This design comes from an exercise in tuning for small area, a short achievable clock period and few clock cycles on the open sky130 flow, not from production work. No run shown here included a check of the RTL's function; only the layout flow was run. Power and IR drop assume default switching activity.

==> flow/design.v (outline; a module is shown in full before it is edited, if it fits) <==
// module qsim_ctrl: 154 lines
// module real_mac: 1943 lines
// module imag_mac: 1963 lines
// module amp_writer: 82 lines
// module qsim_top: 173 lines
module qsim_top #(
  parameter int MAX_QUBITS = 4,
  parameter int MAX_GATES  = 4,
  localparam int MAX_N = 2 ** MAX_QUBITS,
  localparam int IN_AW = $clog2(MAX_N + 1),
  localparam int GT_AW = $clog2(MAX_GATES * MAX_N * MAX_N),
  localparam int SP_AW = MAX_QUBITS + 1
) (
  input  logic                  clk,
  input  logic                  reset_n,
  input  logic                  dut_valid,
  output logic                  dut_ready,
  output logic [IN_AW-1:0]      q_state_input_sram_read_address,
  input  qsim_pkg::word_t       q_state_input_sram_read_data,
  output logic [GT_AW-1:0]      q_gates_sram_read_address,
  input  qsim_pkg::word_t       q_gates_sram_read_data,
  output logic [SP_AW-1:0]      scratchpad_sram_read_address,
  input  qsim_pkg::word_t       scratchpad_sram_read_data,
  output logic                  scratchpad_sram_write_enable,
  output logic [SP_AW-1:0]      scratchpad_sram_write_address,
  output qsim_pkg::word_t       scratchpad_sram_write_data,
  output logic                  q_state_output_sram_write_enable,
  output logic [MAX_QUBITS-1:0] q_state_output_sram_write_address,
  output qsim_pkg::word_t       q_state_output_sram_write_data
);
  // ...
==> flow/flow/run.sh <==
#!/bin/bash
# Own layout flow: the standard ORFS flow (standard.sh) at the design's
# clock period and constraints, with these changes in how the layout is made:
#  * after the standard synthesis, flow/fa_polarity.py removes inverters
#    between full-adder cells (a full adder with all inputs and outputs
#    complemented is the same cell); registers are untouched;
#  * timing repair aims for SETUP_SLACK_MARGIN ns of setup slack, worst path
#    only (TNS_END_PERCENT 0), so the resizer works on the paths that set the
#    achieved period;
#  * port buffers are buf_2 instead of the default pick;
#  * clock tree synthesis adds no dummy loads.
# Each step's full output goes to its own log file in this folder.
set -euo pipefail

export SETUP_SLACK_MARGIN=${SETUP_SLACK_MARGIN:-9.0}
export TNS_END_PERCENT=0
export BUFFER_PORTS_ARGS="-buffer_cell sky130_fd_sc_hd__buf_2"
export CTS_ARGS="-sink_clustering_enable -repair_clock_nets -dont_use_dummy_load"

RES=$(pwd)/orfs/results/$FLOW_PLATFORM/qsim_top/base

bash standard.sh "$RES/1_2_yosys.v" > log_synth.txt 2>&1
cp "$RES/1_2_yosys.v" 1_2_yosys_standard.v
python3 flow/fa_polarity.py 1_2_yosys_standard.v "$RES/1_2_yosys.v" > log_fa_polarity.txt 2>&1
bash standard.sh synth > log_synth_odb.txt 2>&1
bash standard.sh floorplan > log_floorplan.txt 2>&1
bash standard.sh place > log_place.txt 2>&1
bash standard.sh cts > log_cts.txt 2>&1
bash standard.sh route > log_route.txt 2>&1
bash standard.sh finish > log_finish.txt 2>&1
test -s out/final.def
==> flow/flow/fa_polarity.py <==
#!/usr/bin/env python3
"""Remove inverters around full-adder cells in a mapped sky130 netlist.

A full adder is self-dual: FA(~a, ~b, ~c) = (~sum, ~cout). Yosys's extract_fa
often picks the inverted form, which leaves inverters between the adders of a
multiplier tree. This pass chooses, for every fa cell, whether to use its
inputs and outputs as they are or all complemented, greedily lowering the
number of nets that need an inverted copy, and then rewires the inverters.
Registers and every other cell keep their names, types and connections.

usage: fa_polarity.py IN.v OUT.v
"""
import random
import re
import sys

CELL_RE = re.compile(r'^(\s*)(sky130_fd_sc_hd__\w+)\s+(\S+)\s*\((.*?)\);\s*$', re.S | re.M)
PIN_RE = re.compile(r'\.(\w+)\(([^()]*)\)')
OUT_PINS = {'X', 'Y', 'Q', 'Q_N', 'SUM', 'COUT', 'HI', 'LO'}
FA_IN = ('A', 'B', 'CIN')
FA_OUT = ('SUM', 'COUT')


def esc(n):
    # an escaped identifier ends at white space
    return n + " " if n.startswith("\\") else n


def is_inv(t):
    return re.match(r'sky130_fd_sc_hd__(clk)?inv_\d+$', t) is not None


def main(src, dst):
    text = open(src).read()
    if re.search(r'^\s*assign\s', text, re.M):
        # keep it simple: only netlists without assigns are rewritten
        open(dst, 'w').write(text)
        print("fa_polarity: assign statements present, netlist unchanged")
        return
    cells = []
    for m in CELL_RE.finditer(text):
        pins = [(p, n.strip()) for p, n in PIN_RE.findall(m.group(4))]
        cells.append({'type': m.group(2), 'name': m.group(3), 'pins': pins,
                      'span': m.span(), 'indent': m.group(1)})
    driver = {}
    loads = {}
    for ci, c in enumerate(cells):
        for p, n in c['pins']:
            if p in OUT_PINS:
                driver[n] = (ci, p)
            else:
                loads.setdefault(n, []).append((ci, p))
    # output ports count as fixed loads
    ports_out = set()
    for m in re.finditer(r'^\s*output\s+(\[[^\]]*\]\s*)?([^;]+);', text, re.M):
        for nm in m.group(2).split(','):
            ports_out.add(nm.strip())

    def port_load(n):
        base = n.split('[')[0].strip()
        return base in ports_out or n in ports_out

    fa = [ci for ci, c in enumerate(cells) if re.match(r'sky130_fd_sc_hd__fa_\d+$', c['type'])]
    fa_set = set(fa)
    XSWAP = {'sky130_fd_sc_hd__xor2_1': 'sky130_fd_sc_hd__xnor2_1',
             'sky130_fd_sc_hd__xnor2_1': 'sky130_fd_sc_hd__xor2_1'}
    xo = [ci for ci, c in enumerate(cells) if c['type'] in XSWAP]

    # roots: nets driven by a non-inverter (or undriven: inputs, constants)
    def root_of(n):
        d = driver.get(n)
        if d is not None and is_inv(cells[d[0]]['type']):
            a = dict(cells[d[0]]['pins'])['A']
            r, par = root_of(a)
            return r, par ^ 1
        return n, 0

    # a root is editable when its inverters are one level deep, feed only
    # ordinary cell pins, and neither the root nor an inverter output is a port
    inv_of = {}
    editable = {}
    for ci, c in enumerate(cells):
        if is_inv(c['type']):
            a = dict(c['pins'])['A']
            inv_of.setdefault(a, []).append(ci)

    def check_root(r):
        if r in editable:
            return editable[r]
        ok = True
        d = driver.get(r)
        if d is None or is_inv(cells[d[0]]['type']):
            ok = False
        for ci in inv_of.get(r, []):
            y = dict(cells[ci]['pins'])['Y']
            if port_load(y):
                ok = False
            for lc, lp in loads.get(y, []):
                if is_inv(cells[lc]['type']):
                    ok = False
        editable[r] = ok
        return ok

    # polarity-relevant roots: every FA input root and every FA output net
    roots = set()
    for ci in fa:
        pins = dict(cells[ci]['pins'])
        for p in FA_IN:
            roots.add(root_of(pins[p])[0])
        for p in FA_OUT:
            if p in pins:
                roots.add(pins[p])
    flippable = {}
    for ci in fa:
        pins = dict(cells[ci]['pins'])
        ok = all(check_root(root_of(pins[p])[0]) for p in FA_IN)
        ok = ok and all(check_root(pins[p]) for p in FA_OUT if p in pins)
        ok = ok and all(not port_load(pins[p]) for p in FA_OUT if p in pins)
        flippable[ci] = ok

    # for each editable root: its sinks as (cell, pin, parity)
    sinks = {}
    for r in roots:
        if not editable.get(r):
            continue
        lst = []
        for lc, lp in loads.get(r, []):
            if not is_inv(cells[lc]['type']):
                lst.append((lc, lp, 0))
        for ic in inv_of.get(r, []):
            y = dict(cells[ic]['pins'])['Y']
            for lc, lp in loads.get(y, []):
                lst.append((lc, lp, 1))
        sinks[r] = lst

    flip = {ci: 0 for ci in fa}
    drv_fa = {}
    for r in sinks:
        d = driver[r]
        drv_fa[r] = d[0] if d[0] in fa_set else None
    # an xor/xnor driving an editable root flips by becoming the other cell
    for ci in xo:
        pins = dict(cells[ci]['pins'])
        y = pins.get('X', pins.get('Y'))
        if y in sinks and not port_load(y):
            flip[ci] = 0
            flippable[ci] = True
            drv_fa[y] = ci

    def need(r, lc, par):
        v = par
        if drv_fa[r] is not None:
            v ^= flip[drv_fa[r]]
        if lc in fa_set:
            v ^= flip[lc]
        return v

    def cost(r):
        return 1 if any(need(r, lc, par) for lc, lp, par in sinks[r]) else 0

    touch = {ci: set() for ci in flip}
    for r, lst in sinks.items():
        if drv_fa[r] is not None:
            touch[drv_fa[r]].add(r)
        for lc, lp, par in lst:
            if lc in fa_set:
                touch[lc].add(r)

    before = sum(cost(r) for r in sinks)

    def descend():
        for _ in range(50):
            changed = 0
            for ci in cand:
                rs = touch[ci]
                c0 = sum(cost(r) for r in rs)
                flip[ci] ^= 1
                c1 = sum(cost(r) for r in rs)
                if c1 < c0:
                    changed += 1
                else:
                    flip[ci] ^= 1
            if not changed:
                break

    cand = [ci for ci in flip if flippable[ci] and all(r in sinks for r in touch[ci])]
    descend()
    best = dict(flip)
    best_cost = sum(cost(r) for r in sinks)
    rng = random.Random(1)
    for _ in range(200):
        for ci in cand:
            if rng.random() < 0.1:
                flip[ci] ^= 1
        descend()
        c = sum(cost(r) for r in sinks)
        if c < best_cost:
            best, best_cost = dict(flip), c
        else:
            flip.update(best)
    flip.update(best)
    after = sum(cost(r) for r in sinks)

    XSWAP_SET = set(ci for ci in xo if ci in flip)
    # rewrite connections
    newpins = {ci: dict(c['pins']) for ci, c in enumerate(cells)}
    order = {ci: [p for p, n in c['pins']] for ci, c in enumerate(cells)}
    delete = set()
    extra = []
    extra_wires = []
    nnew = 0
    for r, lst in sinks.items():
        invs = inv_of.get(r, [])
        inv_lst = [(lc, lp) for lc, lp, par in lst if need(r, lc, par)]
        pos_lst = [(lc, lp) for lc, lp, par in lst if not need(r, lc, par)]
        for lc, lp in pos_lst:
            newpins[lc][lp] = r
        if inv_lst:
            if invs:
                keep = invs[0]
                y = newpins[keep]['Y']
                for ic in invs[1:]:
                    delete.add(ic)
            else:
                nnew += 1
                y = f"fapol_n{nnew}"
                extra_wires.append(y)
                extra.append((f"fapol_i{nnew}", r, y))
            for lc, lp in inv_lst:
                newpins[lc][lp] = y
        else:
            for ic in invs:
                delete.add(ic)

    out = []
    pos = 0
    for ci, c in enumerate(cells):
        s, e = c['span']
        out.append(text[pos:s])
        pos = e
        if ci in delete:
            continue
        if ci in XSWAP_SET and flip.get(ci):
            # xor2 drives X, xnor2 drives Y
            o_old, o_new = ('X', 'Y') if 'X' in newpins[ci] else ('Y', 'X')
            newpins[ci][o_new] = newpins[ci].pop(o_old)
            order[ci] = [o_new if p == o_old else p for p in order[ci]]
            c = dict(c, type=XSWAP[c['type']])
        body = ",\n".join(f"{c['indent']}  .{p}({esc(newpins[ci][p])})" for p in order[ci])
        out.append(f"{c['indent']}{c['type']} {c['name']} (\n{body}\n{c['indent']});\n")
    out.append(text[pos:])
    res = "".join(out)
    if extra:
        decl = "".join(f"  wire {w};\n" for w in extra_wires)
        inst = "".join(f"  sky130_fd_sc_hd__inv_1 {n} (\n    .A({esc(a)}),\n    .Y({y})\n  );\n" for n, a, y in extra)
        idx = res.rindex("endmodule")
        res = res[:idx] + inst + res[idx:]
        m = re.search(r'^\s*wire\s', res, re.M)
        res = res[:m.start()] + "\n" + decl + res[m.start() + 1:]
    open(dst, 'w').write(res)
    print(f"fa_polarity: {len(fa)} full adders, {len(XSWAP_SET)} xor cells, {sum(flip.values())} flipped, "
          f"inverted nets {before} -> {after}, {len(delete)} inverters removed, {nnew} added")


if __name__ == "__main__":
    main(sys.argv[1], sys.argv[2])
==> flow/standard.sh <==
#!/bin/bash
# synth_recipe.tcl (not shown) runs the flow's synth.tcl, then flattens the netlist and writes it again
# the make line also repeats each setting of config.mk as NAME=value (left out here)
make -C /OpenROAD-flow-scripts/flow DESIGN_CONFIG=/design/flow/config.mk WORK_HOME=/design/flow/orfs CLKGATE_MAP_FILE= SYNTH_SCRIPT=/design/flow/synth_recipe.tcl "${@:-finish}"
==> flow/config.mk <==
export PLATFORM = sky130hd
export DESIGN_NAME = qsim_top
export DESIGN_NICKNAME = qsim_top
export VERILOG_FILES = /design/flow/design.v
export SDC_FILE = /design/flow/constraint.sdc
export NUM_CORES = 4
export LEC_CHECK = 0
export CAP_MARGIN = 20
export CORE_MARGIN = 2
export CORE_UTILIZATION = 60
export SLEW_MARGIN = 20
==> flow/constraint.sdc <==
create_clock -name core_clock -period 12.0 [get_ports {clk}]
set_input_delay 2.4000 -clock core_clock [delete_from_list [all_inputs] [get_ports {clk}]]
set_output_delay 2.4000 -clock core_clock [all_outputs]
set_load 0.01 [all_outputs]
==> summary.txt, run 1 <==
Yosys warnings: 5
largest net degree at the start of global routing: 38
GP Congestion: 0.917
Non-clock buffers: 290
Net Sw Power: 7.17 mW
P_int: 8.92 mW
Final setup viols: 0
uppermost routed layer: met5
Top Usage Layer GRT: met2
combinational share of power: 0.678
RSZ-0062 raised after global routing: yes
Pwr top: combinational logic
wire length per cell: 25.2 um
Avg Cell Area, Syn: 10.8 um2
setup_tns: 0 ns
Vias/cell: 6.26
Die Width: 265 um
Cells after Synth: 3,810
largest cell class by area: multi-input combinational cells
status: no timing/DRC/antenna violations
Core Util, Final: 0.662
gr ovfl total: 0
vias in the first global route: 30,300
row count: 95
CP Capture Point: imag_mac_i.cut780
P_seq: 3.43 mW
Post-CTS Hold Buffers: 0
CTS root buffer: clkbuf_16
==> run 2, diff against run 1 <==
--- a/flow/flow/run.sh
+++ b/flow/flow/run.sh
@@ -13,5 +13,5 @@
 set -euo pipefail
 
-export SETUP_SLACK_MARGIN=${SETUP_SLACK_MARGIN:-9.0}
+export SETUP_SLACK_MARGIN=${SETUP_SLACK_MARGIN:-8.5}
 export TNS_END_PERCENT=0
 export BUFFER_PORTS_ARGS="-buffer_cell sky130_fd_sc_hd__buf_2"
==> summary.txt, run 2 <==
worst IR drop on VDD: 0.552 mV (was 0.501 mV)
CTS Sinks: 603 (unchanged)
# DRC: 0 (unchanged)
RSZ-0062 raised after global routing: yes (unchanged)
antenna violations before repair: 16 (was 32)
CP Buf/Inv Count: 1 (was 0)
via count: 28,900 (was 29,400)
Clock Path Buffers: 3 (unchanged)
row count: 95 (unchanged)
Fin Clk Skew: 0.0615 ns (was 0.0642 ns)
IO Port Bufs: 194 (unchanged)
Avg Cell Area, Syn: 10.8 um2 (unchanged)
Worst path most repeated cell: fa_1 (unchanged)
Final Critical Period: 3.61 ns (was 3.58 ns)
IO Count: 195 (unchanged)
Die ar.: 70,400 um2 (unchanged)
vias in the first global route: 29,800 (was 30,300)
Hold Fails Final Rpt: 0 (unchanged)
type of the worst min-delay path: flop to flop (unchanged)
Max-Cap Viols: 0 (unchanged)
synthesized area: 41,000 um2 (unchanged)
setup_tns: 0 ns (unchanged)
R2R Setup Slk: 8.39 ns (was 8.42 ns)
Pleak: 18.3 nW (was 18.4 nW)
Post-CTS Hold Buffers: 0 (unchanged)
CTS root buffer: clkbuf_16 (unchanged)
Placed Instances: 4,535 (was 4,537)
crit end category: flop (unchanged)
commonest non-fill, non-tap cell in the layout: fa_1 (unchanged)
first-pass GRT wire length: 177,000 um (was 181,000 um)
CTS Buf Count: 68 (was 67)
Final setup viols: 0 (unchanged)
initial core utilization: 0.608 (unchanged)
layout net count: 4,553 (was 4,550)
drt initial violations: 2,872 (was 2,968)
core footprint: 67,400 um2 (unchanged)
CP required: 12.44 ns (was 12.45 ns)
Startpoint Class: flop (unchanged)
post-route antenna net violation count: 0 (unchanged)
gr ovfl total: 0 (unchanged)
Non-Filler Instances: 4,678 (was 4,695)
Yosys warnings: 5 (unchanged)
ordered list of cells on the worst path: buf_4, a22oi_1, xnor2_1, fa_1, fa_2, fa_1, fa_1, fa_1 (was o22ai_1, xnor2_1, fa_1, fa_1, fa_1, fa_1, fa_1)
H-tree Lvls: 3 (unchanged)
Tcrit/Tclk final: 0.301 (was 0.299)
worst-path maximum fanout: 6 (was 8)
die height: 265 um (unchanged)
Vias/cell: 6.17 (was 6.26)
# fillers: 5,272 (was 5,244)
power consumption: 16.1 mW (about the same)
critical path class: flop to flop (unchanged)
Arr. time, crit path: 4.04 ns (was 4.03 ns)
Area growth syn-to-layout: 8.49% (was 8.87%)
drt first pass iters: 6 (unchanged)
layout cells sized above 1: 0.159 (was 0.161)
crit-path max cell delay: 0.57 ns (was 0.58 ns)
clock latency on the worst-skew pair: 0.62 ns (was 0.63 ns)
Post-DP HPWL: 89,800 um (was 90,600 um)
CP max stage cell: fa_1 (unchanged)
CTS tree: built (unchanged)
slew at the pin with the worst max-slew slack: 1.12 ns (was 0.955 ns)
Max Clk Rate: 0.277 GHz (was 0.279 GHz)
Slew HR: 0.251 (was 0.345)
Power Density: 362 nW/um2 (was 361 nW/um2)
wire length per cell: 24.7 um (was 25.2 um)
max-slew violations: 0 (unchanged)
largest net degree at the start of global routing: 38 (unchanged)
CP top delay family: adder cells (unchanged)
Syn Nets: 4,560 (unchanged)
Routed WL: 116,000 um (was 119,000 um)
Cells after Synth: 3,810 (unchanged)
Die Width: 265 um (unchanged)
clk slew on worst S/H paths: 0.06 ns (about the same)
most frequent cells in the layout: fa_1 (502), dfxtp_1 (448), xnor2_1 (410), o22ai_1 (242), xor2_1 (238) (was fa_1 (501), dfxtp_1 (448), xnor2_1 (403), o22ai_1 (242), xor2_1 (234))
status: no timing/DRC/antenna violations (unchanged)
GP Congestion: 0.948 (was 0.917)
Overall Global Routing Usage: 0.330 (was 0.338)
[run 2: per-layer routing]
metal | GRT usage | vias up | wire length (um)
met5 | 0 | - | 121
met4 | 0.111 | 18 | 4260
met3 | 0.0689 | 280 | 10300
met2 | 0.523 | 1495 | 53100
met1 | 0.452 | 14400 | 47800
li1 | - | 12700 | -
[run 2: where the power goes]
part / internal (mW) / switching [mW] / leakage (nW) / total, mW
Combinational: 5.08 / 5.84 / 12.3 / 10.9
Sequential: 2.88 / 0.552 / 5.24 / 3.43
Clock: 0.991 / 0.758 / 0.838 / 1.75
[run 2: worst reg2reg max path, delay by kind of cell (launching register included)]
| kind | cells | cell delay (ns) |
|---|---|---|
| adders and majority gates | 5 | 2.50 |
| DFF | 1 | 0.38 |
| AOI/OAI and AO/OA | 1 | 0.23 |
| xor gates and xnor gates | 1 | 0.19 |
| buffers and inverters | 1 | 0.17 |
[run 2: final timing paths]
kind	from	to	depth (start not counted)
setup / recovery	gr_one_a[1]	real_mac_i.cut765	8
hold / removal	ctrl_i.f_n[0]	ctrl_i.f_n[1]	0
setup reg to reg	gr_one_a[1]	real_mac_i.cut765	8
hold reg to reg	ctrl_i.f_n[0]	ctrl_i.f_n[1]	0
max in group asynchronous	reset_n	ctrl_i.row[0]	1
min in group asynchronous	reset_n	ctrl_i.m_reg[2]	1
[run 2: stage by stage]
stage                     hold slack, ns   util  cell area, um2  setup slack, ns
after CTS                          0.335  0.648           43600             8.38
after global placement             0.314  0.617           41600             7.49
after floorplan                    0.310      -           41200             8.47
after detailed placement           0.314  0.617           41600             7.44
final                              0.333  0.659           44400             8.39
after global routing               0.348  0.659           44400             8.33
[run 2: timing repair]
item                                    in CTS  in global routing
pin swaps                                    4                 50
endpoints found under the setup margin     129                124
cloned                                       0                  0
resized for setup                          154                 88
buffers inserted                             7                 64
[run 2: final cells by class]
class                           count  area (um2)  area share
Multi-Input combinational cell   2601       26400       0.593
Sequential cell                   603       12600       0.284
Timing Repair Buffer              292        1750      0.0394
Clock buffer                       68        1700      0.0383
Tap cell                          873        1090      0.0246
Inverter                          237         917      0.0206
Antenna cell                        4        10.0    0.000225

==> what the ideal ports hide <==
How much do the figures lean on ideal ports? The routed layouts below were timed once more, with nothing changed but the port constraints.
Step 1 assumes that a clkbuf_16 drives the clock port and a buf_2 every other input.
Step 2 also shifts input and output timing later by t, the mid clock arrival at the registers, as if the neighbouring blocks saw the same clock.
Slacks: ideal ports / drivers / drivers and shift; pairs: ideal ports / drivers.
run | t (ns) | setup WS [ns] | latest minus earliest clock arrival (ns) | slew at the worst register clock pin (ns) | cell pins on the clock port's net
run 1 | 0.665 | 8.417 / 8.372 / 7.908 | 0.065 / 0.065 | 0.07 / 0.07 | 1
run 2 | 0.652 | 8.394 / 8.345 / 7.942 | 0.062 / 0.062 | 0.06 / 0.06 | 1
After both steps every run listed still meets setup and hold. The setup slack of run 1, which loses most, moves by -0.045 ns with the drivers and by -0.509 ns with both steps.
